This is an optimization exercise on Yosys and OpenROAD, whose aim is small area, a short achievable clock period and few clock cycles per item, not a production implementation.
Where RTL was checked, it was by simulation tests only, not by an equivalence proof against the original.
No functional check of the RTL was part of runs 1 to 4.

## flow/design.v (module list and top-level ports; edited modules follow where they fit)
// module cbspl_booth: 19 lines
// module cbspl_axis: 1748 lines
// module cubic_bspline_point_eval: 123 lines
module cubic_bspline_point_eval
#(
    parameter int SAMPLES_PER_SEGMENT = 100,
    parameter int COORD_BITS          = 16
) (
    input  wire                          i_clk,
    input  wire                          i_rst_n,
    input  wire                          i_valid,
    output logic                         o_stall,
    input  wire                          i_opcode,
    input  wire signed [COORD_BITS-1:0]  i_point_x,
    input  wire signed [COORD_BITS-1:0]  i_point_y,
    input  wire signed [COORD_BITS-1:0]  i_point_z,
    input  wire        [cbspl_pkg::SI_BITS-1:0] i_sample_index,
    output logic                         o_valid,
    input  wire                          i_stall,
    output logic signed [COORD_BITS-1:0] o_curve_x,
    output logic signed [COORD_BITS-1:0] o_curve_y,
    output logic signed [COORD_BITS-1:0] o_curve_z,
    output logic                         o_not_ready
);
  // ...
==> flow/run.sh <==
#!/bin/bash
# synth_recipe.tcl (not shown) runs the flow's synth.tcl, then flattens the netlist and writes it again
# the make line also repeats each setting of config.mk as NAME=value (left out here)
make -C /OpenROAD-flow-scripts/flow DESIGN_CONFIG=/design/flow/config.mk WORK_HOME=/design/flow/orfs CLKGATE_MAP_FILE= SYNTH_SCRIPT=/design/flow/synth_recipe.tcl finish
==> flow/config.mk <==
export PLATFORM = sky130hd
export DESIGN_NAME = cubic_bspline_point_eval
export DESIGN_NICKNAME = cubic_bspline_point_eval
export VERILOG_FILES = /design/flow/design.v
export SDC_FILE = /design/flow/constraint.sdc
export NUM_CORES = 4
export LEC_CHECK = 0
export CAP_MARGIN = 20
export CORE_MARGIN = 2
export CORE_UTILIZATION = 40
export SETUP_SLACK_MARGIN = 5
export SLEW_MARGIN = 20
==> flow/constraint.sdc <==
create_clock -name core_clock -period 9.5 [get_ports {i_clk}]
set_input_delay 1.9000 -clock core_clock [delete_from_list [all_inputs] [get_ports {i_clk}]]
set_output_delay 1.9000 -clock core_clock [all_outputs]
set_load 0.01 [all_outputs]
==> notes.md, run 1 <==
* Postcts setup bufs at 787
* Via density at 5.22
* Main flop type after synthesis: edfxtp_1
* DR pass1 iterations at 6
* TritonCTS clock tree: done
* Post-synthesis cell type count at 99
* Met3 usage at 0.0281
* Root buffer cell: clkbuf_16
* M1 GR Usage at 0.288
* Fin Hold WS at 399 ps
* Count leader, synth: inv_1
* Fraction of area in registers at 0.209
* Non-Filler Instances at 19,931
* Clkbuf count at 197
* DRC Markers at 0
* Post-synthesis net count at 17,399
* Hold buffer count at cts at 0
* HP Start: g_ax[0].u_axis.r_x[6]
* Fin Setup TNS at 0 ps
* Syn avg cell area at 10.5 um2
* Status: timing/DRC/antenna clean
* Synth top area cells: edfxtp_1 25%, fa_1 24%, ha_1 13%
* Die area at 372,000 um2
* CTS clk-pin slew, worst paths at 60 ps
* Inserted Diodes at 3
* Vias in the first global route at 105,591
* # fillers at 31,987
* Leading cell kind: multi-input gates
* Total Wirelength at 397 mm
* Worst Path Buf+Inv at 7
* Die Width at 610 um
* Seq/Total Area, Yosys at 0.258
==> module cubic_bspline_point_eval, before the edit <==
module cubic_bspline_point_eval
#(
    parameter int SAMPLES_PER_SEGMENT = 100,
    parameter int COORD_BITS          = 16
) (
    input  wire                          i_clk,
    input  wire                          i_rst_n,
    input  wire                          i_valid,
    output logic                         o_stall,
    input  wire                          i_opcode,
    input  wire signed [COORD_BITS-1:0]  i_point_x,
    input  wire signed [COORD_BITS-1:0]  i_point_y,
    input  wire signed [COORD_BITS-1:0]  i_point_z,
    input  wire        [cbspl_pkg::SI_BITS-1:0] i_sample_index,
    output logic                         o_valid,
    input  wire                          i_stall,
    output logic signed [COORD_BITS-1:0] o_curve_x,
    output logic signed [COORD_BITS-1:0] o_curve_y,
    output logic signed [COORD_BITS-1:0] o_curve_z,
    output logic                         o_not_ready
);
    localparam int NST = 5;      
    logic        adv, accept, push_acc, eval_acc;
    logic [6:0]  jcl;
    logic        r_ov, r_q1v;        
    logic [48:0] r_q0, r_q1;         
    logic [48:0] pout;
    assign adv      = !r_q1v;
    assign o_stall  = r_q1v;
    assign o_valid  = r_ov;
    assign accept   = i_valid && adv;
    assign push_acc = accept && (i_opcode == cbspl_pkg::OP_PUSH);
    assign eval_acc = accept && (i_opcode == cbspl_pkg::OP_EVAL);
    assign jcl      = (i_sample_index > 7'(cbspl_pkg::D_LAST)) ? 7'(cbspl_pkg::D_LAST) : i_sample_index;
    logic [47:0] r_win [4];
    logic [2:0]  r_held;
    always_ff @(posedge i_clk) begin
        if (push_acc) begin
            r_win[0] <= r_win[1];
            r_win[1] <= r_win[2];
            r_win[2] <= r_win[3];
            r_win[3] <= {i_point_x, i_point_y, i_point_z};
        end
    end
    always_ff @(posedge i_clk) begin
        if (!i_rst_n) begin
            r_held <= '0;
        end else if (push_acc && !r_held[2]) begin
            r_held <= r_held + 1'b1;
        end
    end
    logic [NST:1] r_v, r_nr;
    logic [3:0]   d0_one, d0_two, d0_neg;
    logic [3:0]   r_one [1:3];
    logic [3:0]   r_two [1:3];
    logic [3:0]   r_neg [1:3];
    always_ff @(posedge i_clk) begin
        if (!i_rst_n) begin
            r_v <= '0;
        end else if (adv) begin
            r_v <= {r_v[NST-1:1], eval_acc};
        end
    end
    cbspl_booth u_b0 (.i_j(jcl), .o_one(d0_one), .o_two(d0_two), .o_neg(d0_neg));
    always_ff @(posedge i_clk) begin
        if (adv) begin
            r_nr     <= {r_nr[NST-1:1], !r_held[2]};
            r_one[1] <= d0_one;
            r_two[1] <= d0_two;
            r_neg[1] <= d0_neg;
            for (int k = 2; k <= 3; k++) begin
                r_one[k] <= r_one[k-1];
                r_two[k] <= r_two[k-1];
                r_neg[k] <= r_neg[k-1];
            end
        end
    end
    logic [15:0] u [3];
    genvar a;
    generate
        for (a = 0; a < 3; a++) begin : g_ax
            cbspl_axis u_axis (
                .i_clk    (i_clk),
                .i_adv    (adv),
                .i_c0     (r_win[0][47-16*a -: 16]),
                .i_c1     (r_win[1][47-16*a -: 16]),
                .i_c2     (r_win[2][47-16*a -: 16]),
                .i_c3     (r_win[3][47-16*a -: 16]),
                .i_j1_one (r_one[1]), .i_j1_two (r_two[1]), .i_j1_neg (r_neg[1]),
                .i_j2_one (r_one[2]), .i_j2_two (r_two[2]), .i_j2_neg (r_neg[2]),
                .i_j3_one (r_one[3]), .i_j3_two (r_two[3]), .i_j3_neg (r_neg[3]),
                .o_u      (u[a])
            );
        end
    endgenerate
    assign pout = r_nr[NST] ? {1'b1, 48'd0}
                            : {1'b0, u[0] ^ 16'h8000, u[1] ^ 16'h8000, u[2] ^ 16'h8000};
    logic q0_free;
    assign q0_free = !r_ov || !i_stall;
    always_ff @(posedge i_clk) begin
        if (!i_rst_n) begin
            r_ov  <= 1'b0;
            r_q1v <= 1'b0;
        end else begin
            if (q0_free) begin
                r_ov <= r_q1v || r_v[NST];
            end
            r_q1v <= r_q1v ? !q0_free : (!q0_free && r_v[NST]);
        end
    end
    always_ff @(posedge i_clk) begin
        if (q0_free) begin
            r_q0 <= r_q1v ? r_q1 : pout;
        end
        if (!r_q1v) begin
            r_q1 <= pout;
        end
    end
    assign o_not_ready = r_q0[48];
    assign o_curve_x   = r_q0[47:32];
    assign o_curve_y   = r_q0[31:16];
    assign o_curve_z   = r_q0[15:0];
endmodule
==> inputs of run 2 (changes only) <==
--- a/flow/design.v
+++ b/flow/design.v
@@ -197,20 +197,113 @@
     wire ca_t154 = (ca_t82 & ca_t119) | (ca_t82 & ca_t118) | (ca_t119 & ca_t118);
     wire ca_t155 = ca_t86 ^ ca_t121 ^ ca_t120;
     wire ca_t156 = (ca_t86 & ca_t121) | (ca_t86 & ca_t120) | (ca_t121 & ca_t120);
     wire ca_t157 = ca_t88 ^ ca_t122;
     wire ca_t158 = ca_t88 & ca_t122;
     wire [18:0] ca_ra = {ca_t158, ca_t157, ca_t155, ca_t153, ca_t151, ca_t149, ca_t147, ca_t145, ca_t143, ca_t141, ca_t139, ca_t137, ca_t135, ca_t133, ca_t131, ca_t129, ca_t127, ca_t125, ca_t89};
     wire [18:0] ca_rb = {1'b1, ca_t156, ca_t154, ca_t152, ca_t150, ca_t148, ca_t146, ca_t144, ca_t142, ca_t140, ca_t138, ca_t136, ca_t134, ca_t132, ca_t130, ca_t128, ca_t126, ca_t124, ca_t123};
     wire [18:0] ca = ca_ra + ca_rb;
-    wire signed [16:0] s02 = c0 + c2;
-    wire signed [17:0] cb  = s02 - (c1 <<< 1);
+    wire cb_t1 = i_c0[1] ^ i_c2[1];
+    wire cb_t2 = i_c0[1] & i_c2[1];
+    wire cb_t3 = i_c0[2] ^ i_c2[2];
+    wire cb_t4 = i_c0[2] & i_c2[2];
+    wire cb_t5 = i_c0[3] ^ i_c2[3];
+    wire cb_t6 = i_c0[3] & i_c2[3];
+    wire cb_t7 = i_c0[4] ^ i_c2[4];
+    wire cb_t8 = i_c0[4] & i_c2[4];
+    wire cb_t9 = i_c0[5] ^ i_c2[5];
+    wire cb_t10 = i_c0[5] & i_c2[5];
+    wire cb_t11 = i_c0[6] ^ i_c2[6];
+    wire cb_t12 = i_c0[6] & i_c2[6];
+    wire cb_t13 = i_c0[7] ^ i_c2[7];
+    wire cb_t14 = i_c0[7] & i_c2[7];
+    wire cb_t15 = i_c0[8] ^ i_c2[8];
+    wire cb_t16 = i_c0[8] & i_c2[8];
+    wire cb_t17 = i_c0[9] ^ i_c2[9];
+    wire cb_t18 = i_c0[9] & i_c2[9];
+    wire cb_t19 = i_c0[10] ^ i_c2[10];
+    wire cb_t20 = i_c0[10] & i_c2[10];
+    wire cb_t21 = i_c0[11] ^ i_c2[11];
+    wire cb_t22 = i_c0[11] & i_c2[11];
+    wire cb_t23 = i_c0[12] ^ i_c2[12];
+    wire cb_t24 = i_c0[12] & i_c2[12];
+    wire cb_t25 = i_c0[13] ^ i_c2[13];
+    wire cb_t26 = i_c0[13] & i_c2[13];
+    wire cb_t27 = i_c0[14] ^ i_c2[14];
+    wire cb_t28 = i_c0[14] & i_c2[14];
+    wire cb_t29 = ~i_c0[15] ^ ~i_c2[15];
+    wire cb_t30 = ~i_c0[15] & ~i_c2[15];
+    wire cb_t31 = ~i_c1[0] ^ cb_t1;
+    wire cb_t32 = ~i_c1[0] & cb_t1;
+    wire cb_t33 = ~i_c1[1] ^ cb_t3 ^ cb_t2;
+    wire cb_t34 = (~i_c1[1] & cb_t3) | (~i_c1[1] & cb_t2) | (cb_t3 & cb_t2);
+    wire cb_t35 = ~i_c1[2] ^ cb_t5 ^ cb_t4;
+    wire cb_t36 = (~i_c1[2] & cb_t5) | (~i_c1[2] & cb_t4) | (cb_t5 & cb_t4);
+    wire cb_t37 = ~i_c1[3] ^ cb_t7 ^ cb_t6;
+    wire cb_t38 = (~i_c1[3] & cb_t7) | (~i_c1[3] & cb_t6) | (cb_t7 & cb_t6);
+    wire cb_t39 = ~i_c1[4] ^ cb_t9 ^ cb_t8;
+    wire cb_t40 = (~i_c1[4] & cb_t9) | (~i_c1[4] & cb_t8) | (cb_t9 & cb_t8);
+    wire cb_t41 = ~i_c1[5] ^ cb_t11 ^ cb_t10;
+    wire cb_t42 = (~i_c1[5] & cb_t11) | (~i_c1[5] & cb_t10) | (cb_t11 & cb_t10);
+    wire cb_t43 = ~i_c1[6] ^ cb_t13 ^ cb_t12;
+    wire cb_t44 = (~i_c1[6] & cb_t13) | (~i_c1[6] & cb_t12) | (cb_t13 & cb_t12);
+    wire cb_t45 = ~i_c1[7] ^ cb_t15 ^ cb_t14;
+    wire cb_t46 = (~i_c1[7] & cb_t15) | (~i_c1[7] & cb_t14) | (cb_t15 & cb_t14);
+    wire cb_t47 = ~i_c1[8] ^ cb_t17 ^ cb_t16;
+    wire cb_t48 = (~i_c1[8] & cb_t17) | (~i_c1[8] & cb_t16) | (cb_t17 & cb_t16);
+    wire cb_t49 = ~i_c1[9] ^ cb_t19 ^ cb_t18;
+    wire cb_t50 = (~i_c1[9] & cb_t19) | (~i_c1[9] & cb_t18) | (cb_t19 & cb_t18);
+    wire cb_t51 = ~i_c1[10] ^ cb_t21 ^ cb_t20;
+    wire cb_t52 = (~i_c1[10] & cb_t21) | (~i_c1[10] & cb_t20) | (cb_t21 & cb_t20);
+    wire cb_t53 = ~i_c1[11] ^ cb_t23 ^ cb_t22;
+    wire cb_t54 = (~i_c1[11] & cb_t23) | (~i_c1[11] & cb_t22) | (cb_t23 & cb_t22);
+    wire cb_t55 = ~i_c1[12] ^ cb_t25 ^ cb_t24;
+    wire cb_t56 = (~i_c1[12] & cb_t25) | (~i_c1[12] & cb_t24) | (cb_t25 & cb_t24);
+    wire cb_t57 = ~i_c1[13] ^ cb_t27 ^ cb_t26;
+    wire cb_t58 = (~i_c1[13] & cb_t27) | (~i_c1[13] & cb_t26) | (cb_t27 & cb_t26);
+    wire cb_t59 = ~i_c1[14] ^ cb_t29 ^ cb_t28;
+    wire cb_t60 = (~i_c1[14] & cb_t29) | (~i_c1[14] & cb_t28) | (cb_t29 & cb_t28);
+    wire cb_t61 = i_c1[15] ^ cb_t30;
+    wire cb_t62 = i_c1[15] & cb_t30;
+    wire [17:0] cb_ra = {cb_t62, cb_t61, cb_t59, cb_t57, cb_t55, cb_t53, cb_t51, cb_t49, cb_t47, cb_t45, cb_t43, cb_t41, cb_t39, cb_t37, cb_t35, cb_t33, cb_t31, i_c0[0]};
+    wire [17:0] cb_rb = {1'b1, cb_t60, cb_t58, cb_t56, cb_t54, cb_t52, cb_t50, cb_t48, cb_t46, cb_t44, cb_t42, cb_t40, cb_t38, cb_t36, cb_t34, cb_t32, 1'b1, i_c2[0]};
+    wire [17:0] cb = cb_ra + cb_rb;
+    wire ce_t1 = i_c0[2] ^ i_c2[2];
+    wire ce_t2 = i_c0[2] & i_c2[2];
+    wire ce_t3 = i_c0[3] ^ i_c2[3] ^ i_c1[1];
+    wire ce_t4 = (i_c0[3] & i_c2[3]) | (i_c0[3] & i_c1[1]) | (i_c2[3] & i_c1[1]);
+    wire ce_t5 = i_c0[4] ^ i_c2[4] ^ i_c1[2];
+    wire ce_t6 = (i_c0[4] & i_c2[4]) | (i_c0[4] & i_c1[2]) | (i_c2[4] & i_c1[2]);
+    wire ce_t7 = i_c0[5] ^ i_c2[5] ^ i_c1[3];
+    wire ce_t8 = (i_c0[5] & i_c2[5]) | (i_c0[5] & i_c1[3]) | (i_c2[5] & i_c1[3]);
+    wire ce_t9 = i_c0[6] ^ i_c2[6] ^ i_c1[4];
+    wire ce_t10 = (i_c0[6] & i_c2[6]) | (i_c0[6] & i_c1[4]) | (i_c2[6] & i_c1[4]);
+    wire ce_t11 = i_c0[7] ^ i_c2[7] ^ i_c1[5];
+    wire ce_t12 = (i_c0[7] & i_c2[7]) | (i_c0[7] & i_c1[5]) | (i_c2[7] & i_c1[5]);
+    wire ce_t13 = i_c0[8] ^ i_c2[8] ^ i_c1[6];
+    wire ce_t14 = (i_c0[8] & i_c2[8]) | (i_c0[8] & i_c1[6]) | (i_c2[8] & i_c1[6]);
+    wire ce_t15 = i_c0[9] ^ i_c2[9] ^ i_c1[7];
+    wire ce_t16 = (i_c0[9] & i_c2[9]) | (i_c0[9] & i_c1[7]) | (i_c2[9] & i_c1[7]);
+    wire ce_t17 = i_c0[10] ^ i_c2[10] ^ i_c1[8];
+    wire ce_t18 = (i_c0[10] & i_c2[10]) | (i_c0[10] & i_c1[8]) | (i_c2[10] & i_c1[8]);
+    wire ce_t19 = i_c0[11] ^ i_c2[11] ^ i_c1[9];
+    wire ce_t20 = (i_c0[11] & i_c2[11]) | (i_c0[11] & i_c1[9]) | (i_c2[11] & i_c1[9]);
+    wire ce_t21 = i_c0[12] ^ i_c2[12] ^ i_c1[10];
+    wire ce_t22 = (i_c0[12] & i_c2[12]) | (i_c0[12] & i_c1[10]) | (i_c2[12] & i_c1[10]);
+    wire ce_t23 = i_c0[13] ^ i_c2[13] ^ i_c1[11];
+    wire ce_t24 = (i_c0[13] & i_c2[13]) | (i_c0[13] & i_c1[11]) | (i_c2[13] & i_c1[11]);
+    wire ce_t25 = i_c0[14] ^ i_c2[14] ^ i_c1[12];
+    wire ce_t26 = (i_c0[14] & i_c2[14]) | (i_c0[14] & i_c1[12]) | (i_c2[14] & i_c1[12]);
+    wire ce_t27 = ~i_c0[15] ^ ~i_c2[15] ^ i_c1[13];
+    wire ce_t28 = (~i_c0[15] & ~i_c2[15]) | (~i_c0[15] & i_c1[13]) | (~i_c2[15] & i_c1[13]);
+    wire [18:0] ce_ra = {1'b1, ~i_c1[15], ~i_c1[14], ce_t27, ce_t25, ce_t23, ce_t21, ce_t19, ce_t17, ce_t15, ce_t13, ce_t11, ce_t9, ce_t7, ce_t5, ce_t3, i_c1[0], i_c0[1], i_c0[0]};
+    wire [18:0] ce_rb = {1'b0, i_c1[14], ce_t28, ce_t26, ce_t24, ce_t22, ce_t20, ce_t18, ce_t16, ce_t14, ce_t12, ce_t10, ce_t8, ce_t6, ce_t4, ce_t2, ce_t1, i_c2[1], i_c2[0]};
+    wire [18:0] ce = ce_ra + ce_rb;
     wire signed [16:0] cc  = c2 - c0;
-    wire signed [18:0] ce  = s02 + (c1 <<< 2);
     reg [18:0] r_a; reg [17:0] r_b; reg [16:0] r_c; reg [18:0] r_e;
     always @(posedge i_clk) if (i_adv) begin
         r_a <= ca;
         r_b <= cb;
         r_c <= cc;
         r_e <= ce;
     end
     wire signed [18:0] a = r_a;
@@ -1566,20 +1659,19 @@
     wire n_qp_t149 = ~(n_qp_t93 ^ n_qp_t92);
     wire n_qp_t150 = n_qp_t93 | n_qp_t92;
     wire n_qp_t151 = xh[16] ^ n_qp_t94;
     wire n_qp_t152 = xh[16] & n_qp_t94;
     wire [33:0] n_qp_ra = {~xh[17], n_qp_t151, n_qp_t149, n_qp_t147, n_qp_t145, n_qp_t143, n_qp_t141, n_qp_t139, n_qp_t137, n_qp_t135, n_qp_t133, n_qp_t131, n_qp_t129, n_qp_t127, n_qp_t125, n_qp_t123, n_qp_t121, n_qp_t119, n_qp_t117, n_qp_t115, n_qp_t113, n_qp_t111, n_qp_t109, n_qp_t107, n_qp_t105, n_qp_t103, n_qp_t101, n_qp_t99, n_qp_t97, n_qp_t95, ~xh[3], ~xh[2], ~xh[1], ~xh[0]};
     wire [33:0] n_qp_rb = {n_qp_t152, n_qp_t150, n_qp_t148, n_qp_t146, n_qp_t144, n_qp_t142, n_qp_t140, n_qp_t138, n_qp_t136, n_qp_t134, n_qp_t132, n_qp_t130, n_qp_t128, n_qp_t126, n_qp_t124, n_qp_t122, n_qp_t120, n_qp_t118, n_qp_t116, n_qp_t114, n_qp_t112, n_qp_t110, n_qp_t108, n_qp_t106, n_qp_t104, n_qp_t102, n_qp_t100, n_qp_t98, n_qp_t96, 1'b1, 1'b0, 1'b0, 1'b0, 1'b1};
     wire [33:0] n_qp = n_qp_ra + n_qp_rb;
     wire [15:0] n_q = n_qp[32:17];
-    reg [15:0] r_q; reg [15:0] r_q1; reg [23:0] r_xl;
+    reg [15:0] r_q; reg [23:0] r_xl;
     always @(posedge i_clk) if (i_adv) begin
         r_q <= n_q;
-        r_q1 <= n_q + 16'd1;
         r_xl <= r_x[23:0];
     end
     wire n_r_t1 = r_xl[11] ^ ~r_q[10];
     wire n_r_t2 = r_xl[11] & ~r_q[10];
     wire n_r_t3 = r_xl[12] ^ ~r_q[11];
     wire n_r_t4 = r_xl[12] & ~r_q[11];
     wire n_r_t5 = ~(r_xl[13] ^ ~r_q[12]);
     wire n_r_t6 = r_xl[13] | ~r_q[12];
@@ -1769,17 +1861,18 @@
     wire n_r_t190 = (n_r_t106 & n_r_t151) | (n_r_t106 & n_r_t150) | (n_r_t151 & n_r_t150);
     wire n_r_t191 = n_r_t110 ^ n_r_t153 ^ n_r_t152;
     wire n_r_t192 = (n_r_t110 & n_r_t153) | (n_r_t110 & n_r_t152) | (n_r_t153 & n_r_t152);
     wire n_r_t193 = n_r_t114 ^ n_r_t155 ^ n_r_t154;
     wire n_r_t194 = (n_r_t114 & n_r_t155) | (n_r_t114 & n_r_t154) | (n_r_t155 & n_r_t154);
     wire [23:0] n_r_ra = {n_r_t193, n_r_t191, n_r_t189, n_r_t187, n_r_t185, n_r_t183, n_r_t181, n_r_t179, n_r_t177, n_r_t175, n_r_t173, n_r_t171, n_r_t169, n_r_t167, n_r_t165, n_r_t163, n_r_t161, n_r_t159, n_r_t157, r_xl[4], r_xl[3], r_xl[2], r_xl[1], r_xl[0]};
     wire [23:0] n_r_rb = {n_r_t192, n_r_t190, n_r_t188, n_r_t186, n_r_t184, n_r_t182, n_r_t180, n_r_t178, n_r_t176, n_r_t174, n_r_t172, n_r_t170, n_r_t168, n_r_t166, n_r_t164, n_r_t162, n_r_t160, n_r_t158, 1'b1, ~r_q[3], ~r_q[2], ~r_q[1], ~r_q[0], 1'b0};
     wire [23:0] n_r = n_r_ra + n_r_rb;
-    assign o_u = n_r[23] ? r_q : r_q1;
+    wire [15:0] q1 = r_q + 16'd1;
+    assign o_u = n_r[23] ? r_q : q1;
 endmodule
 `default_nettype wire
 `default_nettype none
 module cubic_bspline_point_eval
 #(
     parameter int SAMPLES_PER_SEGMENT = 100,
     parameter int COORD_BITS          = 16
 ) (
@@ -1797,21 +1890,19 @@
     output logic signed [COORD_BITS-1:0] o_curve_x,
     output logic signed [COORD_BITS-1:0] o_curve_y,
     output logic signed [COORD_BITS-1:0] o_curve_z,
     output logic                         o_not_ready
 );
     localparam int NST = 5;      
     logic        adv, accept, push_acc, eval_acc;
     logic [6:0]  jcl;
-    logic        r_ov, r_q1v;        
-    logic [48:0] r_q0, r_q1;         
-    logic [48:0] pout;
-    assign adv      = !r_q1v;
-    assign o_stall  = r_q1v;
+    logic        r_ov;
+    assign adv      = !(r_ov && i_stall);
+    assign o_stall  = !adv;
     assign o_valid  = r_ov;
     assign accept   = i_valid && adv;
     assign push_acc = accept && (i_opcode == cbspl_pkg::OP_PUSH);
     assign eval_acc = accept && (i_opcode == cbspl_pkg::OP_EVAL);
     assign jcl      = (i_sample_index > 7'(cbspl_pkg::D_LAST)) ? 7'(cbspl_pkg::D_LAST) : i_sample_index;
     logic [47:0] r_win [4];
     logic [2:0]  r_held;
     always_ff @(posedge i_clk) begin
@@ -1868,37 +1959,29 @@
                 .i_c3     (r_win[3][47-16*a -: 16]),
                 .i_j1_one (r_one[1]), .i_j1_two (r_two[1]), .i_j1_neg (r_neg[1]),
                 .i_j2_one (r_one[2]), .i_j2_two (r_two[2]), .i_j2_neg (r_neg[2]),
                 .i_j3_one (r_one[3]), .i_j3_two (r_two[3]), .i_j3_neg (r_neg[3]),
                 .o_u      (u[a])
             );
         end
     endgenerate
-    assign pout = r_nr[NST] ? {1'b1, 48'd0}
-                            : {1'b0, u[0] ^ 16'h8000, u[1] ^ 16'h8000, u[2] ^ 16'h8000};
-    logic q0_free;
-    assign q0_free = !r_ov || !i_stall;
+    logic [15:0] r_curve [3];
     always_ff @(posedge i_clk) begin
         if (!i_rst_n) begin
-            r_ov  <= 1'b0;
-            r_q1v <= 1'b0;
-        end else begin
-            if (q0_free) begin
-                r_ov <= r_q1v || r_v[NST];
-            end
-            r_q1v <= r_q1v ? !q0_free : (!q0_free && r_v[NST]);
+            r_ov <= 1'b0;
+        end else if (adv) begin
+            r_ov <= r_v[NST];
         end
     end
     always_ff @(posedge i_clk) begin
-        if (q0_free) begin
-            r_q0 <= r_q1v ? r_q1 : pout;
-        end
-        if (!r_q1v) begin
-            r_q1 <= pout;
+        if (adv) begin
+            for (int k = 0; k < 3; k++) begin
+                r_curve[k] <= r_nr[NST] ? 16'd0 : (u[k] ^ 16'h8000);
+            end
+            o_not_ready <= r_nr[NST];
         end
     end
-    assign o_not_ready = r_q0[48];
-    assign o_curve_x   = r_q0[47:32];
-    assign o_curve_y   = r_q0[31:16];
-    assign o_curve_z   = r_q0[15:0];
+    assign o_curve_x = r_curve[0];
+    assign o_curve_y = r_curve[1];
+    assign o_curve_z = r_curve[2];
 endmodule
 `default_nettype wire
==> flow/config.mk (replaced) <==
export PLATFORM = sky130hd
export DESIGN_NAME = cubic_bspline_point_eval
export DESIGN_NICKNAME = cubic_bspline_point_eval
export VERILOG_FILES = /design/flow/design.v
export SDC_FILE = /design/flow/constraint.sdc
export NUM_CORES = 4
export LEC_CHECK = 0
export CAP_MARGIN = 20
export CORE_MARGIN = 2
export CORE_UTILIZATION = 40
export SETUP_SLACK_MARGIN = 3
export SLEW_MARGIN = 20
==> run 2 against run 1 <==
Net effect:
- still clean
- fmax fell by 6.5%
- hold slack better by 7.3 ps
- synthesized cell count fell by 1.9%
- final cell count fell by 7.3%
- non-clock buffer count shrank 1166
- cell area is 14% lower
- sequential share of layout area up 1.7 points
- global-route usage decreased by 0.73 points
==> notes.md, run 2 <==
* Post-synthesis compound-gate area fraction at 0.130 (was 0.131)
* Layout cells sized above 1 at 0.0365 (was 0.223)
* Io pins at 111 (unchanged)
* Height of the die at 605 um (was 610 um)
* Commonest non-fill, non-tap cell in the layout: inv_1 (unchanged)
* Most frequent cells after synthesis: 2,705 x inv_1, 1,857 x fa_1, 1,570 x ha_1 (was 2,740 x inv_1, 1,782 x fa_1, 1,564 x ha_1)
* Final core occ at 0.435 (was 0.494)
* Top Registers: r_win x192, g_ax.u_axis.r_h x117, g_ax.u_axis.r_x x114 (unchanged)
* Hold Crit Class: register to register (unchanged)
* Fmax at 160 MHz (was 172 MHz)
* CP max FO at 113 (was 6)
* Synth Area in Adders at 0.393 (was 0.376)
* Via count at 96,613 (was 103,995)
* Flops & latches, synth at 1,182 (was 1,280)
* DRT iter0 DRCs at 7,116 (was 7,617)
* Worst slew pin tran at 1040 ps (was 1100 ps)
* DRC Markers at 0 (unchanged)
* CP Launch Type: register (unchanged)
* MaxCap Viol Count at 0 (unchanged)
* Root buffer cell: clkbuf_16 (unchanged)
* # rows at 220 (was 222)
* Via density at 5.23 (was 5.22)
* Finish-stage setup viols at 0 (unchanged)
* Crit Path Class: register to register (unchanged)
* Status: timing/DRC/antenna clean (unchanged)
* Cell Area, Synth at 145,000 um2 (was 147,000 um2)
* GRT overflow at 0 (unchanged)
* Max clock buf depth at 4 (unchanged)
* Count leader, synth: inv_1 (unchanged)
* Min Tclk post-route at 6240 ps (was 5830 ps)
* DR pass1 iterations at 8 (was 6)
* Synth-to-layout area growth at 8.08% (was 23.0%)
* Hold buffer count at cts at 0 (unchanged)
* Most flop-heavy register: r_win (unchanged)
* Synth top area cells: fa_1 26%, edfxtp_1 24%, ha_1 14% (was edfxtp_1 25%, fa_1 24%, ha_1 13%)
* Simple-gate share of the synthesized area at 0.0562 (was 0.0546)
* Nets at 17,055 (was 18,383)
* Syn avg cell area at 10.5 um2 (about the same)
* Synth area leader: fa_1 (was edfxtp_1)
* Routed Antenna Nets at 0 (unchanged)
* I/O Buffers at 110 (unchanged)
* Multiplexer share of the synthesized area at 0.00265 (was 0.00452)
* Starting Density at 0.402 (about the same)
* Fin Hold WS at 406 ps (was 399 ps)
* TritonCTS clock tree: done (unchanged)
* Num CTS Buffers at 159 (was 167)
* Number of synthesized flops with an enable pin at 1,173 (was 1,221)
* Crit path capture type: register (unchanged)
* Main flop type after synthesis: edfxtp_1 (unchanged)
* Max Slew Vio Count at 0 (unchanged)
* Final hold viol count at 0 (unchanged)
* Die area at 366,000 um2 (was 372,000 um2)
* Ys Warns at 13 (was 11)
* Relative slew slack at 0.308 (was 0.266)
* RSZ-0062 raised after global routing: true (unchanged)
* Clock Latency Late Sink at 910 ps (was 890 ps)
* Arrival time at the worst endpoint at 6850 ps (was 6430 ps)
* Core area at 359,000 um2 (was 366,000 um2)
* Most frequent cells in the layout: 2,705 x inv_1, 1,857 x fa_1, 1,570 x ha_1 (was 2,471 x inv_1, 1,670 x fa_1, 1,308 x ha_1)
* Share of synthesized registers carrying an async set or reset at 0 (unchanged)
* Fin Setup TNS at 0 ps (unchanged)
* Global Route Usage Sum at 0.199 (was 0.206)
* Post-synthesis net count at 17,221 (was 17,399)
* Total Wirelength at 366 mm (was 397 mm)
* Wire per inst at 19.8 um (was 19.9 um)
* Clk sink count at 1,182 (was 1,280)
* Final period utilization at 0.656 (was 0.614)
* Largest net degree at the start of global routing at 175 (was 171)
* H-tree depth at 4 (unchanged)
* # placed instances at 18,133 (was 18,417)
* XOR/XNOR Fraction of Synth Area at 0.0865 (was 0.0896)
* Largest register FFs at 192 (unchanged)
* Largest family of logic cells by synthesized area: adder cells (unchanged)
* Detailed Place HPWL at 289 mm (was 270 mm)
* CTS clk-pin slew, worst paths at 70 ps (was 60 ps)
* Post-synthesis cell type count at 91 (was 99)
* Layout Skew at 71.6 ps (was 46.8 ps)
* Final GP Congestion at 0.897 (was 0.881)
* Req. time, crit path at 10,110 ps (was 10,100 ps)
* Initial antenna violation count at 15 (was 12)
* Share of the synthesized area in the top cell type at 0.257 (was 0.249)
* Non-Filler Instances at 18,467 (was 19,931)
* Seq/Total Area, Yosys at 0.245 (was 0.258)
* First-pass GRT wire length at 574 mm (was 610 mm)
* Vias in the first global route at 98,397 (was 105,591)
* Cells after synthesis at 13,734 (was 13,993)
* Die Width at 605 um (was 610 um)
[run 2: cell types whose count changed in the layout (fill, tap and decap cells not counted), moves of 209 or more]
cell / delta
ha_4: -209
buf_6: -245
inv_1: +234
inv_2: -217
ha_1: +262
a21oi_2: -219
buf_4: -788
[run 2: final timing paths]
| kind | start | end | slack (ps) | cells past startpoint |
|---|---|---|---|---|
| worst max register to register | r_one[3][0] | g_ax[0].u_axis.r_x[36] | 3260 | 20 |
| worst min register to register | g_ax[0].u_axis.r_x[17] | g_ax[0].u_axis.r_xl[17] | 410 | 0 |
| worst min-delay path | g_ax[0].u_axis.r_x[17] | g_ax[0].u_axis.r_xl[17] | 410 | 0 |
| worst max-delay path | r_one[3][0] | g_ax[0].u_axis.r_x[36] | 3260 | 20 |
[run 2: per-stage QoR]
step	setup slack, ps	area (um2)
final	3260	156000
after global routing	2860	156000
after CTS	2960	156000
after detailed placement	2650	150000
after global placement	2790	150000
after floorplan	-3680	145000
[run 2: what timing repair did]
item | in CTS | in global routing
pin swaps | 0 | 0
hold endpoints to repair | 0 | 0
setup buffers | 5 | 31
endpoints found under the setup margin | 18 | 52
cloned | 2 | 9
gates resized for setup | 2 | 27
[run 2: cells by family (layout without fill, tap and decap cells)]
group                    count (synthesis)  count (layout)
adder cells (fa/ha/maj)               3427            3427
flip-flops                            1182            1182
AND/OR/NAND/NOR                       1671            1675
buffers and inverters                 3268            3222
XOR/XNOR                              1427            1427
multiplexers                            35              35
AO/OA/AOI/OAI                         2724            2724
other                                    0               2
[run 2: layout make-up]
type / instances / area, um2
Clock inverter: 113 / 1350
Fill cell: 34312 / 203000
Inverter: 2709 / 10200
Clock buffer: 172 / 4090
Antenna cell: 2 / 5.00
Multi-Input combinational cell: 9288 / 96800
Sequential cell: 1182 / 35400
Timing Repair Buffer: 228 / 2360
Tap cell: 4773 / 5970
[run 2: worst max-delay path, cell delays in order, from the launching register on]
cell       delay, ps
edfxtp_1         380
buf_12           450
nor2b_4           90
clkbuf_16        230
a22oi_1          210
xor2_1           210
fa_1             470
fa_1             490
inv_1             50
fa_1             450
ha_1             410
a21o_1           210
a21o_1           160
a21oi_1          290
o2111ai_1        270
a21oi_1          440
o21ai_1          250
a21o_1           220
a21o_1           200
a221oi_1         310
xnor2_1          110
[run 2: routing by layer]
layer	global-route usage	wire length (um)
met1	0.285	169000
met2	0.315	165000
met3	0.0245	19900
met4	0.0582	11300
met5	0	11
==> inputs of run 3 (changes only) <==
--- a/flow/config.mk
+++ b/flow/config.mk
@@ -8,5 +8,5 @@
 export CAP_MARGIN = 20
 export CORE_MARGIN = 2
 export CORE_UTILIZATION = 40
-export SETUP_SLACK_MARGIN = 3
+export SETUP_SLACK_MARGIN = 4
 export SLEW_MARGIN = 20
==> run 3 against run 2 <==
Net effect:
- still clean
- die area unchanged
- routed wire length up 6.9%
- clock skew down 2.2 ps
- sequential share of layout area shrank 1.0 points
- synthesized area stayed put
- register-to-register slack better by 540 ps
- critical endpoint is now g_ax[2].u_axis.r_s1[25]
- largest cell class unchanged
==> notes.md, run 3 <==
* Max clock buf depth at 4 (unchanged)
* DRC Markers at 0 (unchanged)
* RSZ-0062 raised after global routing: true (unchanged)
* Worst r2r src: r_one[1][0] (was r_one[3][0])
* Reg2reg setup slack at 3800 ps (was 3260 ps)
* Syn avg cell area at 10.5 um2 (unchanged)
* Io pins at 111 (unchanged)
* Seq/Total Area, Yosys at 0.245 (unchanged)
* Beginning of the critical path: r_one[1][0] (was r_one[3][0])
* CP max FO at 4 (was 113)
* Min Tclk post-route at 5700 ps (was 6240 ps)
* Cell Area, Synth at 145,000 um2 (unchanged)
* Starting Density at 0.402 (unchanged)
* Global Route Usage Sum at 0.212 (was 0.199)
* Largest register FFs at 192 (unchanged)
* Share of synthesized registers carrying an async set or reset at 0 (unchanged)
* Final period utilization at 0.600 (was 0.656)
* GRT overflow at 0 (unchanged)
* Height of the die at 605 um (unchanged)
* Clock Latency Late Sink at 910 ps (about the same)
* Routed Antenna Nets at 0 (unchanged)
* Final hold viol count at 0 (unchanged)
* Cells after synthesis at 13,734 (unchanged)
* Final core occ at 0.455 (was 0.435)
* Die Width at 605 um (unchanged)
* Wire per inst at 20.8 um (was 19.8 um)
* Crit path capture type: register (unchanged)
* Hold Crit Class: register to register (unchanged)
* I/O Buffers at 110 (unchanged)
* Detailed Place HPWL at 289 mm (unchanged)
* Count leader, synth: inv_1 (unchanged)
* Via count at 99,315 (was 96,613)
* Hold path cells at 0 (unchanged)
* # fillers at 33,545 (was 34,312)
* Largest net degree at the start of global routing at 175 (unchanged)
* # rows at 220 (unchanged)
* Most frequent cells after synthesis: 2,705 x inv_1, 1,857 x fa_1, 1,570 x ha_1 (unchanged)
* MaxCap Viol Count at 0 (unchanged)
* Vias in the first global route at 100,663 (was 98,397)
* Synth-to-layout area growth at 13.2% (was 8.08%)
* Worst slew pin tran at 1020 ps (was 1040 ps)
* Post-synthesis cell type count at 91 (unchanged)
* Top Registers: r_win x192, g_ax.u_axis.r_h x117, g_ax.u_axis.r_x x114 (unchanged)
* Finish-stage setup viols at 0 (unchanged)
* Max Slew Vio Count at 0 (unchanged)
* Main flop type after synthesis: edfxtp_1 (unchanged)
* Crit Path Class: register to register (unchanged)
* Num CTS Buffers at 159 (unchanged)
* Total Wirelength at 391 mm (was 366 mm)
* DR pass1 iterations at 7 (was 8)
* Relative slew slack at 0.320 (was 0.308)
* Layout cells sized above 1 at 0.0955 (was 0.0365)
* Commonest non-fill, non-tap cell in the layout: inv_1 (unchanged)
* Fin Setup TNS at 0 ps (unchanged)
* Fmax at 175 MHz (was 160 MHz)
* Layout Skew at 69.4 ps (was 71.6 ps)
* Ys Warns at 13 (unchanged)
* Number of synthesized flops with an enable pin at 1,173 (unchanged)
* Final GP Congestion at 0.897 (unchanged)
* CTS clk-pin slew, worst paths at 60 ps (was 70 ps)
* Initial antenna violation count at 15 (unchanged)
* Post-synthesis net count at 17,221 (unchanged)
* Root buffer cell: clkbuf_16 (unchanged)
* Most flop-heavy register: r_win (unchanged)
* Min-Delay Endpoint: g_ax[0].u_axis.r_xl[17] (unchanged)
* Status: timing/DRC/antenna clean (unchanged)
* Die area at 366,000 um2 (unchanged)
* First-pass GRT wire length at 604 mm (was 574 mm)
* Worst-case reg-to-reg path depth at 23 (was 20)
* HP Start: g_ax[0].u_axis.r_x[17] (unchanged)
* Core area at 359,000 um2 (unchanged)
* Hold buffer count at cts at 0 (unchanged)
* DRT iter0 DRCs at 7,571 (was 7,116)
* Nets at 17,397 (was 17,055)
* Flops & latches, synth at 1,182 (unchanged)
* Clk sink count at 1,182 (unchanged)
* Most frequent cells in the layout: 2,652 x inv_1, 1,829 x fa_1, 1,478 x ha_1 (was 2,705 x inv_1, 1,857 x fa_1, 1,570 x ha_1)
* Share of the synthesized area in the top cell type at 0.257 (unchanged)
* H-tree depth at 4 (unchanged)
* Critical R2R Capture: g_ax[2].u_axis.r_s1[25] (was g_ax[0].u_axis.r_x[36])
* CP Launch Type: register (unchanged)
* Synth area leader: fa_1 (unchanged)
* TritonCTS clock tree: done (unchanged)
* Synth top area cells: fa_1 26%, edfxtp_1 24%, ha_1 14% (unchanged)
* Via density at 5.28 (was 5.23)
* Arrival time at the worst endpoint at 6320 ps (was 6850 ps)
* Req. time, crit path at 10,120 ps (was 10,110 ps)
## run 3: changes by cell type in the layout (fill, tap and decap cells not counted), sizes merged
cell	change
clkbuf	+5
clkdlybuf4s50	-1
bufbuf	+17
a311oi	+1
diode	+1
inv	-12
buf	+316
nand2	+3
bufinv	+1
clkdlybuf4s15	+1
clkinvlp	+11
## run 3: how the worst max path moves through the flow
stage                              endpoint  slack [ps]  depth (start not counted)
finish              g_ax[2].u_axis.r_s1[25]        3800                         23
global route         g_ax[0].u_axis.r_x[37]        3650                         22
CTS                  g_ax[1].u_axis.r_x[35]        3810                         22
detailed placement  g_ax[0].u_axis.r_s1[25]        2650                         20
global placement    g_ax[0].u_axis.r_s1[25]        2790                         20
floorplan                         r_held[1]       -3680                          6
## run 3: cells by family (layout without fill, tap and decap cells)
logic type,Yosys count,count (layout),share of synthesized area
AND/OR/NAND/NOR,1671,1678,0.0562
AO/OA/AOI/OAI,2724,2725,0.130
XOR/XNOR,1427,1427,0.0865
flip-flops,1182,1182,0.245
buffers and inverters,3268,3560,0.0862
adder cells (fa/ha/maj),3427,3427,0.393
multiplexers,35,35,0.00265
other,0,3,0
## run 3: what timing repair did
action,CTS,global route
pin swaps,171,301
setup buffers,178,166
endpoints found under the hold margin,0,0
gates resized for setup,327,451
endpoints found under the setup margin,237,178
cloned,38,7
## run 3: cell type report
class,count,area (um2),area share
Sequential cell,1182,35400,0.216
Multi-Input combinational cell,9292,100000,0.612
Antenna cell,3,7.51,0.0000459
Clock inverter,113,1350,0.00828
Inverter,2709,10200,0.0626
Clock buffer,172,4090,0.0250
Timing Repair Buffer,566,6420,0.0393
Tap cell,4773,5970,0.0365
## run 3: through the flow
stage          setup slack, ps  instance area, um2  hold WS [ps]  cells
6_report                  3800              164000           406  18810
3_3_place_gp              2790              150000           400  18133
5_1_grt                   3650              164000           414  18808
4_1_cts                   3810              160000           405  18634
2_1_floorplan            -3680              145000           400  13734
3_5_place_dp              2650              150000           405  18133
## run 3: metal layers
metal	part of all wire	global-route usage	vias to the layer above
met5	0.000064	0	-
met1	0.44	0.296	49290
met3	0.060	0.0282	636
met4	0.042	0.0729	4
met2	0.45	0.338	3126
li1	-	-	46259
## run 3: critical path: stages, from the launching register on
cell and delay (ps):
edfxtp_1 410, buf_6 150, nor2b_4 130, buf_8 130, buf_12 110, a22oi_2 60
xor2_2 170, fa_1 560, inv_2 40, fa_1 490, fa_1 510, inv_1 50
fa_1 520, inv_2 50, ha_4 230, a21o_1 190, a21o_1 150, a21o_1 170
a21o_1 190, o41a_1 370, a211o_1 340, a31o_2 210, a21oi_2 120, xnor2_1 90
==> inputs of run 4 (changes only) <==
--- a/flow/config.mk
+++ b/flow/config.mk
@@ -7,6 +7,6 @@
 export LEC_CHECK = 0
 export CAP_MARGIN = 20
 export CORE_MARGIN = 2
-export CORE_UTILIZATION = 40
+export CORE_UTILIZATION = 55
 export SETUP_SLACK_MARGIN = 4
 export SLEW_MARGIN = 20
==> run 4 against run 3 <==
Net effect:
- synthesized area is the same
- global-route usage grew 9.4 points
- hold slack better by 6.9 ps
- sequential share of layout area up 0.21 points
- routed wire length grew 4.6%
- count of clock-buffer cells in the layout grew 3
- critical path type unchanged
==> notes.md, run 4 <==
* Status: timing/DRC/antenna clean (unchanged)
* RSZ-0062 raised after global routing: true (unchanged)
* Hold Crit Class: register to register (unchanged)
* Final hold viol count at 0 (unchanged)
* Area after DPL at 149,000 um2 (was 150,000 um2)
* # rows at 188 (was 220)
* Height of the die at 517 um (was 605 um)
* Critical R2R Capture: g_ax[2].u_axis.r_s1[25] (unchanged)
* Most frequent cells in the layout: 2,648 x inv_1, 1,814 x fa_1, 1,489 x ha_1 (was 2,652 x inv_1, 1,829 x fa_1, 1,478 x ha_1)
* Beginning of the critical path: r_one[1][2] (was r_one[1][0])
* CP Launch Type: register (unchanged)
* Routed Antenna Nets at 0 (unchanged)
* Number of synthesized flops with an enable pin at 1,173 (unchanged)
* Reg2reg setup slack at 3820 ps (was 3800 ps)
* Ys Warns at 13 (unchanged)
* Wire per inst at 23.3 um (was 20.8 um)
* Crit Path Class: register to register (unchanged)
* First-pass GRT wire length at 626 mm (was 604 mm)
* DRT iter0 DRCs at 8,438 (was 7,571)
* Synth-to-layout area growth at 12.1% (was 13.2%)
* MaxCap Viol Count at 0 (unchanged)
* Relative slew slack at 0.0447 (was 0.320)
* Share of synthesized registers carrying an async set or reset at 0 (unchanged)
* Worst slack, placed at 2660 ps (was 2650 ps)
* Post-synthesis net count at 17,221 (unchanged)
* Capture point of the worst path: g_ax[2].u_axis.r_s1[25] (unchanged)
* DRC Markers at 0 (unchanged)
* # fillers at 21,379 (was 33,545)
* Req. time, crit path at 10,120 ps (about the same)
* Via count at 101,700 (was 99,315)
* Min Tclk post-route at 5680 ps (was 5700 ps)
* Cell Area, Synth at 145,000 um2 (unchanged)
* Commonest non-fill, non-tap cell in the layout: inv_1 (unchanged)
* Hold buffer count at cts at 0 (unchanged)
* Synth top area cells: fa_1 26%, edfxtp_1 24%, ha_1 14% (unchanged)
* Total Wirelength at 409 mm (was 391 mm)
* DR pass1 iterations at 8 (was 7)
* Share of the synthesized area in the top cell type at 0.257 (unchanged)
* Worst setup margin at 3820 ps (was 3800 ps)
* GRT overflow at 0 (unchanged)
* Seq/Total Area, Yosys at 0.245 (unchanged)
* Layout Skew at 70.1 ps (was 69.4 ps)
* Finish-stage setup viols at 0 (unchanged)
* Initial antenna violation count at 20 (was 15)
* Synth area leader: fa_1 (unchanged)
* Fin Setup TNS at 0 ps (unchanged)
* Post-synthesis cell type count at 91 (unchanged)
* Main flop type after synthesis: edfxtp_1 (unchanged)
* Worst r2r src: r_one[1][2] (was r_one[1][0])
* Final period utilization at 0.598 (was 0.600)
* Layout cells sized above 1 at 0.0971 (was 0.0955)
* Flops & latches, synth at 1,182 (unchanged)
* Final GP Congestion at 0.928 (was 0.897)
* Most flop-heavy register: r_win (unchanged)
* Num CTS Buffers at 150 (was 159)
* Root buffer cell: clkbuf_16 (unchanged)
* Syn avg cell area at 10.5 um2 (unchanged)
* Largest net degree at the start of global routing at 167 (was 175)
* Die area at 267,000 um2 (was 366,000 um2)
* Core area at 262,000 um2 (was 359,000 um2)
* CTS clk-pin slew, worst paths at 60 ps (about the same)
* Starting Density at 0.552 (was 0.402)
* Worst-case reg-to-reg path depth at 22 (was 23)
* Clk sink count at 1,182 (unchanged)
* Worst slew pin tran at 1420 ps (was 1020 ps)
* H-tree depth at 4 (unchanged)
* Most frequent cells after synthesis: 2,705 x inv_1, 1,857 x fa_1, 1,570 x ha_1 (unchanged)
* Clock Latency Late Sink at 880 ps (was 910 ps)
* Max Slew Vio Count at 0 (unchanged)
* Vias in the first global route at 105,011 (was 100,663)
* Final instance area at 162,000 um2 (was 164,000 um2)
* TritonCTS clock tree: done (unchanged)
* CP max FO at 5 (was 4)
* Via density at 5.78 (was 5.28)
* Crit path capture type: register (unchanged)
* Cells after synthesis at 13,734 (unchanged)
* Global Route Usage Sum at 0.305 (was 0.212)
* I/O Buffers at 110 (unchanged)
* Largest register FFs at 192 (unchanged)
* Arrival time at the worst endpoint at 6300 ps (was 6320 ps)
* Nets at 17,445 (was 17,397)
* Top Registers: r_win x192, g_ax.u_axis.r_h x117, g_ax.u_axis.r_x x114 (unchanged)
* Io pins at 111 (unchanged)
* Max clock buf depth at 4 (unchanged)
* Die Width at 517 um (was 605 um)
* Detailed Place HPWL at 307 mm (was 289 mm)
* Count leader, synth: inv_1 (unchanged)
* Fmax at 176 MHz (was 175 MHz)
## run 4: cell counts after synthesis
No cell type changed its count.
## run 4: stage by stage
| stage | hold WS (ps) | util | instances |
|---|---|---|---|
| floorplan | 400 | - | 13734 |
| global placement | 401 | 0.568 | 16873 |
| detailed placement | 405 | 0.568 | 16873 |
| CTS | 406 | 0.604 | 17362 |
| global route | 407 | 0.619 | 17579 |
| finish | 413 | 0.619 | 17582 |
## run 4: final cells by class
type / instances / area, um2 / area share
Timing Repair Buffer: 621 / 7000 / 0.0432
Sequential cell: 1182 / 35400 / 0.219
Clock inverter: 82 / 880 / 0.00543
Clock buffer: 175 / 3950 / 0.0244
Multi-Input combinational cell: 9294 / 100000 / 0.618
Antenna cell: 4 / 10.0 / 0.0000618
Tap cell: 3515 / 4400 / 0.0272
Inverter: 2709 / 10200 / 0.0632
## run 4: critical path, cell delays in order, from the launching register on
cell	delay, ps
edfxtp_1	430
buf_12	160
nor2b_4	140
buf_6	160
buf_6	130
a22oi_2	60
xor2_1	180
fa_1	530
inv_1	70
fa_1	580
fa_1	460
fa_1	560
ha_4	220
nand2_2	80
nor2_2	40
and2_4	140
o21a_1	100
a41o_1	230
o41a_1	410
a211o_1	320
a31o_4	260
a21oi_2	140
xnor2_1	80
## run 4: repair_timing
action | 4_1_cts | 5_1_grt
cloned | 48 | 10
pin swaps | 160 | 311
setup buffers | 184 | 206
resized for setup | 377 | 424
endpoints found under the setup margin | 245 | 187
hold endpoints to repair | 0 | 0
## run 4: logic make-up after synthesis
logic type,synth area share
DFF,0.245
buffers and inverters,0.0862
AOI/OAI and AO/OA,0.130
adders and majority gates,0.393
xor gates and xnor gates,0.0865
muxes,0.00265
and+or+nand+nor,0.0562
## run 4: worst min-delay path by stage
stage,slack (ps),endpoint,cells after the start,startpoint
4_1_cts,410,g_ax[0].u_axis.r_e1[2],0,g_ax[0].u_axis.r_e[2]
2_1_floorplan,400,g_ax[0].u_axis.r_e1[10],0,g_ax[0].u_axis.r_e[10]
6_report,410,g_ax[0].u_axis.r_e1[2],0,g_ax[0].u_axis.r_e[2]
3_3_place_gp,400,r_nr[4],0,r_nr[3]
3_5_place_dp,400,g_ax[0].u_axis.r_xl[17],0,g_ax[0].u_axis.r_x[17]
5_1_grt,410,g_ax[0].u_axis.r_e1[2],0,g_ax[0].u_axis.r_e[2]
## run 4: routing by layer
metal / routed length, um / share of wire / track usage / vias to the layer above
met3: 25100 / 0.061 / 0.0403 / 698
met1: 176000 / 0.43 / 0.422 / 51253
li1: - / - / - / 46347
met4: 18500 / 0.045 / 0.117 / 16
met5: 158 / 0.00039 / 0 / -
met2: 190000 / 0.46 / 0.491 / 3386
==> inputs of run 5 (changes only) <==
--- a/flow/design.v
+++ b/flow/design.v
@@ -1895,9 +1895,11 @@
     localparam int NST = 5;      
     logic        adv, accept, push_acc, eval_acc;
     logic [6:0]  jcl;
-    logic        r_ov;
-    assign adv      = !(r_ov && i_stall);
-    assign o_stall  = !adv;
+    logic        r_ov, r_q1v;        
+    logic [48:0] r_q0, r_q1;         
+    logic [48:0] pout;
+    assign adv      = !r_q1v;
+    assign o_stall  = r_q1v;
     assign o_valid  = r_ov;
     assign accept   = i_valid && adv;
     assign push_acc = accept && (i_opcode == cbspl_pkg::OP_PUSH);
@@ -1964,24 +1966,32 @@
             );
         end
     endgenerate
-    logic [15:0] r_curve [3];
+    assign pout = r_nr[NST] ? {1'b1, 48'd0}
+                            : {1'b0, u[0] ^ 16'h8000, u[1] ^ 16'h8000, u[2] ^ 16'h8000};
+    logic q0_free;
+    assign q0_free = !r_ov || !i_stall;
     always_ff @(posedge i_clk) begin
         if (!i_rst_n) begin
-            r_ov <= 1'b0;
-        end else if (adv) begin
-            r_ov <= r_v[NST];
+            r_ov  <= 1'b0;
+            r_q1v <= 1'b0;
+        end else begin
+            if (q0_free) begin
+                r_ov <= r_q1v || r_v[NST];
+            end
+            r_q1v <= r_q1v ? !q0_free : (!q0_free && r_v[NST]);
         end
     end
     always_ff @(posedge i_clk) begin
-        if (adv) begin
-            for (int k = 0; k < 3; k++) begin
-                r_curve[k] <= r_nr[NST] ? 16'd0 : (u[k] ^ 16'h8000);
-            end
-            o_not_ready <= r_nr[NST];
+        if (q0_free) begin
+            r_q0 <= r_q1v ? r_q1 : pout;
+        end
+        if (!r_q1v) begin
+            r_q1 <= pout;
         end
     end
-    assign o_curve_x = r_curve[0];
-    assign o_curve_y = r_curve[1];
-    assign o_curve_z = r_curve[2];
+    assign o_not_ready = r_q0[48];
+    assign o_curve_x   = r_q0[47:32];
+    assign o_curve_y   = r_q0[31:16];
+    assign o_curve_z   = r_q0[15:0];
 endmodule
 `default_nettype wire
--- a/flow/config.mk
+++ b/flow/config.mk
@@ -7,6 +7,6 @@
 export LEC_CHECK = 0
 export CAP_MARGIN = 20
 export CORE_MARGIN = 2
-export CORE_UTILIZATION = 55
+export CORE_UTILIZATION = 40
 export SETUP_SLACK_MARGIN = 4
 export SLEW_MARGIN = 20
==> run 5 against run 4 <==
Net effect:
- non-clock buffer count increased by 76
- fmax rose by 0.10%
- via count decreased by 3.9%
- synthesized cell count decreased by 0.22%
- highest routed layer is now met4
==> notes.md, run 5 <==
* Worst-case reg-to-reg path depth at 23 (was 22)
* Synth-to-layout area growth at 14.2% (was 12.1%)
* Total Wirelength at 371 mm (was 409 mm)
* Nets at 17,483 (was 17,445)
* # rows at 221 (was 188)
* Most flop-heavy register: r_win (unchanged)
* Routed Antenna Nets at 0 (unchanged)
* Largest register FFs at 192 (unchanged)
* Worst r2r src: r_one[1][0] (was r_one[1][2])
* I/O Buffers at 110 (unchanged)
* Crit path capture type: register (unchanged)
* Starting Density at 0.401 (was 0.552)
* Final GP Congestion at 0.889 (was 0.928)
* Top Registers: r_win x192, g_ax.u_axis.r_h x117, g_ax.u_axis.r_x x114 (unchanged)
* Arrival time at the worst endpoint at 6290 ps (was 6300 ps)
* Detailed Place HPWL at 268 mm (was 307 mm)
* Main flop type after synthesis: edfxtp_1 (unchanged)
* CP Launch Type: register (unchanged)
* Hold buffer count at cts at 0 (unchanged)
* Io pins at 111 (unchanged)
* Most frequent cells after synthesis: 2,734 x inv_1, 1,857 x fa_1, 1,570 x ha_1 (was 2,705 x inv_1, 1,857 x fa_1, 1,570 x ha_1)
* Clk sink count at 1,232 (was 1,182)
* Reg2reg setup slack at 3830 ps (was 3820 ps)
* Via density at 5.17 (was 5.78)
* Req. time, crit path at 10,120 ps (about the same)
* Wire per inst at 19.6 um (was 23.3 um)
* Commonest non-fill, non-tap cell in the layout: inv_1 (unchanged)
* Critical R2R Capture: g_ax[2].u_axis.r_s1[20] (was g_ax[2].u_axis.r_s1[25])
* RSZ-0062 raised after global routing: true (unchanged)
* Vias in the first global route at 99,819 (was 105,011)
* Relative slew slack at 0.321 (was 0.0447)
* Hold Crit Class: register to register (unchanged)
* Layout Skew at 61.6 ps (was 70.1 ps)
* Finish-stage setup viols at 0 (unchanged)
* Num CTS Buffers at 158 (was 150)
* Cell Area, Synth at 145,000 um2 (about the same)
* Initial antenna violation count at 10 (was 20)
* Seq/Total Area, Yosys at 0.251 (was 0.245)
* Die area at 367,000 um2 (was 267,000 um2)
* Flops & latches, synth at 1,232 (was 1,182)
* Ys Warns at 11 (was 13)
* Synth area leader: fa_1 (unchanged)
* Fmax at 176 MHz (about the same)
* Layer carrying the most global-route usage: met2 (unchanged)
* Most frequent cells in the layout: 2,671 x inv_1, 1,813 x fa_1, 1,458 x ha_1 (was 2,648 x inv_1, 1,814 x fa_1, 1,489 x ha_1)
* Post-synthesis net count at 17,191 (was 17,221)
* CP max FO at 7 (was 5)
* Fin Hold WS at 408 ps (was 413 ps)
* Final period utilization at 0.597 (was 0.598)
* Worst slack, placed at 2860 ps (was 2660 ps)
* Cells after synthesis at 13,704 (was 13,734)
* Via count at 97,730 (was 101,700)
* # fillers at 33,259 (was 21,379)
* Syn avg cell area at 10.6 um2 (was 10.5 um2)
* DR pass1 iterations at 8 (unchanged)
* HP Start: g_ax[2].u_axis.r_x[13] (was g_ax[0].u_axis.r_e[2])
* Core area at 361,000 um2 (was 262,000 um2)
* Post-synthesis cell type count at 88 (was 91)
* TritonCTS clock tree: done (unchanged)
* DRT iter0 DRCs at 7,146 (was 8,438)
* Max clock buf depth at 4 (unchanged)
* CTS clk-pin slew, worst paths at 60 ps (about the same)
* Max Slew Vio Count at 0 (unchanged)
* GRT overflow at 0 (unchanged)
* Clock Latency Late Sink at 890 ps (was 880 ps)
* Crit Path Class: register to register (unchanged)
* First-pass GRT wire length at 580 mm (was 626 mm)
* Worst slew pin tran at 1020 ps (was 1420 ps)
* Final hold viol count at 0 (unchanged)
* Status: timing/DRC/antenna clean (unchanged)
* Root buffer cell: clkbuf_16 (unchanged)
* Layout cells sized above 1 at 0.107 (was 0.0971)
* MaxCap Viol Count at 0 (unchanged)
* H-tree depth at 4 (unchanged)
* Number of synthesized flops with an enable pin at 1,173 (unchanged)
* Largest net degree at the start of global routing at 170 (was 167)
* Share of synthesized registers carrying an async set or reset at 0 (unchanged)
* Hold path cells at 0 (unchanged)
* Share of the synthesized area in the top cell type at 0.257 (about the same)
* Count leader, synth: inv_1 (unchanged)
* GR Util met2 at 0.319 (was 0.491)
* DRC Markers at 0 (unchanged)
* Height of the die at 606 um (was 517 um)
* Die Width at 606 um (was 517 um)
* Met3 usage at 0.0272 (was 0.0403)
* Synth top area cells: fa_1 26%, edfxtp_1 24%, ha_1 14% (unchanged)
* Global Route Usage Sum at 0.200 (was 0.305)
* Worst setup margin at 3830 ps (was 3820 ps)
* Min-Delay Endpoint: g_ax[2].u_axis.r_xl[13] (was g_ax[0].u_axis.r_e1[2])
* M1 GR Usage at 0.282 (was 0.422)
* Min Tclk post-route at 5670 ps (was 5680 ps)
==> run 5: changes by cell type after synthesis, moves of 18 or more <==
cell,before,now
dfxtp_1,9,59
nor2_1,470,416
a211oi_1,77,53
inv_1,2705,2734
and3_1,87,64
xnor2_1,1078,1102
o21ai_0,372,312
nand2_1,362,398
o21ai_1,9,49
nor3_1,161,127
a21oi_1,512,533
o21bai_1,70,99
or3_1,62,40
a31oi_1,64,46
==> run 5: routing by layer <==
| metal | wire (um) | vias up |
|---|---|---|
| li1 | - | 46169 |
| met1 | 169000 | 48272 |
| met2 | 168000 | 2689 |
| met3 | 21100 | 600 |
| met4 | 13700 | 0 |
| met5 | 0 | - |
==> run 5: area by class of cell <==
type / instances / area, um2 / share of cell area
inverters: 2737 / 10400 / 0.0625
repair buffers: 697 / 7830 / 0.0473
well taps: 4794 / 6000 / 0.0362
diodes: 3 / 7.51 / 0.0000453
clock buffers: 173 / 4080 / 0.0247
multi-input cells: 9170 / 99600 / 0.601
clock inverters: 109 / 1300 / 0.00784
flip-flops and latches: 1232 / 36400 / 0.220
==> run 5: cells by family after synthesis <==
group,after synthesis,synth area share
adders and majority gates,3427,0.392
buffers and inverters,3306,0.0870
AOI/OAI and AO/OA,2706,0.129
and+or+nand+nor,1557,0.0514
xor gates and xnor gates,1456,0.0880
DFF,1232,0.251
muxes,20,0.00143
==> run 5: critical path, stage by stage, from the launching register on <==
cell and delay (ps):
edfxtp_1 480, buf_6 170, nor2b_4 120, buf_6 120, buf_12 110, a22oi_2 60
xor2_1 170, fa_1 510, inv_2 40, fa_1 540, fa_1 450, fa_1 590
ha_4 220, a21o_1 150, a21o_1 160, a21oi_2 170, o21ai_2 70, and3_1 170
a221o_1 320, o41ai_4 300, buf_4 180, o21bai_1 60, a211oi_1 190, nor2_1 60
==> run 5: worst max-delay path by stage <==
| stage | slack, ps | cells past startpoint | from | endpoint |
|---|---|---|---|---|
| after global placement | 2890 | 19 | r_one[1][0] | g_ax[1].u_axis.r_s1[26] |
| after floorplan | -5310 | 1 | r_q1v | g_ax[0].u_axis.r_a[0] |
| final | 3830 | 23 | r_one[1][0] | g_ax[2].u_axis.r_s1[20] |
| after global routing | 3630 | 27 | r_one[1][0] | g_ax[1].u_axis.r_s1[21] |
| after CTS | 3770 | 24 | r_one[1][0] | g_ax[0].u_axis.r_s1[25] |
| after detailed placement | 2860 | 21 | r_two[2][0] | g_ax[1].u_axis.r_s2[30] |
==> run 5: stage by stage <==
stage	instances	area, um2	setup TNS, ps	util
after floorplan	13704	145000	-5196970	-
after global placement	18115	151000	0	0.417
after CTS	18681	162000	0	0.447
after detailed placement	18115	151000	0	0.417
final	18915	166000	0	0.458
after global routing	18913	166000	0	0.458
==> run 5: timing repair <==
action | CTS | global route
endpoints found under the setup margin | 283 | 187
pin swaps | 233 | 403
resized for setup | 444 | 453
cloned | 43 | 9
buffers inserted | 241 | 221
Testbench counts of run 5, summed over its fixed seeds: cycles 4,526, evals 3,455.

-- static timing again, ports no longer ideal --
The results above use ideal ports. As a check the final layouts listed here were re-extracted and re-timed, cells and wires unchanged.
Step 1, drivers: a clkbuf_16 drives i_clk and a buf_2 each remaining input, both assumed.
Step 2 moves the port delays by t, midway between the first and last clock arrival at a register: inputs arrive t later, outputs are due t later. That takes back most of the time a late clock gives input paths.
a / b / c = ideal / step 1 / step 2; a / b = the first two.
run | shift t [ns] | slack for setup (ns) | hold WS [ns]
run 1 | 0.981 | 3.670 / 3.670 / 3.670 | 0.399 / 0.399 / 0.399
run 2 | 0.966 | 3.264 / 3.264 / 3.264 | 0.406 / 0.406 / 0.406
run 3 | 0.970 | 3.800 / 3.800 / 3.800 | 0.406 / 0.406 / 0.406
run 4 | 0.958 | 3.820 / 3.820 / 3.820 | 0.413 / 0.413 / 0.413
run 5 | 0.959 | 3.826 / 3.826 / 3.826 | 0.408 / 0.408 / 0.408
After both steps setup and hold are still met in every run listed.
